Context: an optimization exercise on an open-source flow, tuned for small area. The choices shown serve that exercise and are no tape-out recipe. The RTL was checked by simulation tests, not by an equivalence proof against the original design. Power is estimated from default activity; no workload was simulated.

v58:
==> flow/design.v (excerpt) <==
module rvExecTop (
    input  logic                              clk,
    input  logic                              rst,
    input  logic                              issueValid,
    input  logic [3:0]                        aluCode,
    input  logic                              srcA,
    input  logic [1:0]                        srcB,
    input  logic [rvExecPkg::Xlen-1:0]        imm,
    input  logic [rvExecPkg::Xlen-1:0]        pc,
    input  logic [rvExecPkg::RegAddrW-1:0]    rs1Addr,
    input  logic [rvExecPkg::RegAddrW-1:0]    rs2Addr,
    input  logic [rvExecPkg::RegAddrW-1:0]    rdAddr,
    input  logic                              regWrite,
    output logic                              memValid,
    output logic [rvExecPkg::RegAddrW-1:0]    memRdAddr,
    output logic                              memRegWrite,
    output logic [rvExecPkg::Xlen-1:0]        memResult,
    output logic [rvExecPkg::Xlen-1:0]        memStoreData,
    output logic                              wbValid,
    output logic [rvExecPkg::RegAddrW-1:0]    wbRdAddr,
    output logic                              wbRegWrite,
    output logic [rvExecPkg::Xlen-1:0]        wbData
);
==> flow/config.mk <==
export PLATFORM = sky130hd
export DESIGN_NAME = rvExecTop
export DESIGN_NICKNAME = rvExecTop
export VERILOG_FILES = /design/flow/design.v
export SDC_FILE = /design/flow/constraint.sdc
export NUM_CORES = 4
export LEC_CHECK = 0
export CAP_MARGIN = 10
export CORE_MARGIN = 2
export CORE_UTILIZATION = 35
export CTS_BUF_LIST = sky130_fd_sc_hd__clkbuf_16
export CTS_CLUSTER_DIAMETER = 80
export CTS_CLUSTER_SIZE = 20
export SLEW_MARGIN = 10
==> flow/constraint.sdc <==
create_clock -name core_clock -period 6.0 [get_ports {clk}]
set_input_delay 1.2000 -clock core_clock [delete_from_list [all_inputs] [get_ports {clk}]]
set_output_delay 1.2000 -clock core_clock [all_outputs]
set_load 0.01 [all_outputs]
standard.sh (not shown) runs the stock make flow with config.mk's settings and CLKGATE_MAP_FILE= SYNTH_SCRIPT=/design/flow/synth_recipe.tcl, a recipe that flattens the netlist after the stock synthesis.
==> flow/flow/run.sh <==
#!/bin/bash
set -e
export BUFFER_PORTS_ARGS="-inputs -outputs -buffer_cell sky130_fd_sc_hd__buf_1"
export CTS_ARGS="-sink_clustering_enable -repair_clock_nets -dont_use_dummy_load -buf_list sky130_fd_sc_hd__clkbuf_16 -sink_clustering_size 20 -sink_clustering_max_diameter 80"
bash standard.sh > standard.log 2>&1
v58: full flow OK, the timing, design-rule and antenna checks passed
For v18, these inputs were changed with respect to v58:
diff --git a/flow/config.mk b/flow/config.mk
--- a/flow/config.mk
+++ b/flow/config.mk
@@ -8,5 +8,5 @@
 export CAP_MARGIN = 10
 export CORE_MARGIN = 2
-export CORE_UTILIZATION = 35
+export CORE_UTILIZATION = 45
 export CTS_BUF_LIST = sky130_fd_sc_hd__clkbuf_16
 export CTS_CLUSTER_DIAMETER = 80
### Flow results
v18: all stages complete, timing, DRC and antenna checks passed
As far as CTS clock-pin slew for the worst setup and hold paths is concerned, v18 and v58 perform about the same.
Looking at met2 track demand over resource in global routing across v58 and v18, the one that comes out lower is v58.
Between v18 and v58, it is v18 whose critical path depth is lower, by 2.
Comparing v58 and v18, the higher die span in x was measured on v58.
[v18] fraction of area in multi-input gates rose 0.48 points relative to v58
--- input diff v18..v46 ---
==> flow/flow/run.sh <==
#!/bin/bash
set -e
export BUFFER_PORTS_ARGS="-inputs -outputs -buffer_cell sky130_fd_sc_hd__buf_1"
export CTS_ARGS="-sink_clustering_enable -repair_clock_nets -dont_use_dummy_load -buf_list sky130_fd_sc_hd__clkbuf_8 -sink_clustering_size 12 -sink_clustering_max_diameter 60"
bash standard.sh > standard.log 2>&1
diff --git a/flow/config.mk b/flow/config.mk
--- a/flow/config.mk
+++ b/flow/config.mk
@@ -9,6 +9,6 @@
 export CORE_MARGIN = 2
 export CORE_UTILIZATION = 45
-export CTS_BUF_LIST = sky130_fd_sc_hd__clkbuf_16
-export CTS_CLUSTER_DIAMETER = 80
-export CTS_CLUSTER_SIZE = 20
+export CTS_BUF_LIST = sky130_fd_sc_hd__clkbuf_8
+export CTS_CLUSTER_DIAMETER = 60
+export CTS_CLUSTER_SIZE = 12
 export SLEW_MARGIN = 10
### Flow results
v46 finished end to end and its layout was clean on timing, DRC and antenna.
v46 -> v18: proportion of cell area occupied by registers flat
v46 against v18: global-route usage now larger; met1 routed wirelength after detailed routing comparable.
Violation count after the first detailed-route iteration went up by a few percent going from v18 to v46.
Comparing v46 and v18, final total power is lower on v46.
On final design area excluding fillers, v46 and v18 are neck and neck.
Measured against each other, v46 and v18 differ in met3 global-route usage, the lower figure coming from v18.
Here is what was changed in the inputs of v53 compared with v46.
==> flow/run.sh (new file) <==
#!/bin/bash
# synth_recipe.tcl (not shown) runs the flow's synth.tcl, then flattens the netlist and writes it again
# the make line also repeats each setting of config.mk as NAME=value (left out here)
make -C /OpenROAD-flow-scripts/flow DESIGN_CONFIG=/design/flow/config.mk WORK_HOME=/design/flow/orfs CLKGATE_MAP_FILE= SYNTH_SCRIPT=/design/flow/synth_recipe.tcl finish
diff --git a/flow/config.mk b/flow/config.mk
--- a/flow/config.mk
+++ b/flow/config.mk
@@ -8,7 +8,7 @@
 export CAP_MARGIN = 10
 export CORE_MARGIN = 2
-export CORE_UTILIZATION = 45
-export CTS_BUF_LIST = sky130_fd_sc_hd__clkbuf_8
-export CTS_CLUSTER_DIAMETER = 60
-export CTS_CLUSTER_SIZE = 12
+export CORE_UTILIZATION = 35
+export CTS_BUF_LIST = sky130_fd_sc_hd__clkbuf_16
+export CTS_CLUSTER_DIAMETER = 80
+export CTS_CLUSTER_SIZE = 20
 export SLEW_MARGIN = 10
removed: flow/flow/run.sh
removed: flow/standard.sh
Findings:
- From v46 to v53 the numbers moved as follows: worst setup slack rose by 0.15 ns, utilization decreased 9.7 points, total design power saw an increase, total die area moved up.

==> what the ideal ports hide <==
In the flow no input, the clock included, has a driving cell. The finished layouts below were timed again as built, in two steps.
Step 1 sets driving cells, clkbuf_16 on the clock port and buf_2 on the other inputs (assumed; they add their load-dependent delay and slew).
Step 2 also shifts input and output timing later by t, the mid clock arrival at the registers, as if the neighbouring blocks saw the same clock.
a / b / c = ideal / step 1 / step 2; a / b = the first two.
run	t (ns)	slack for setup (ns)	worst slew at a driven data input, ns	cell pins on the clock port's net
v58	0.786	0.221 / 0.221 / 0.221	0.11	1
v18	0.752	0.249 / 0.249 / 0.249	0.06	1
v46	0.918	0.148 / 0.148 / 0.148	0.07	1
v53	0.823	0.294 / 0.294 / 0.294	0.09	1
After both steps every run listed still meets setup and hold.
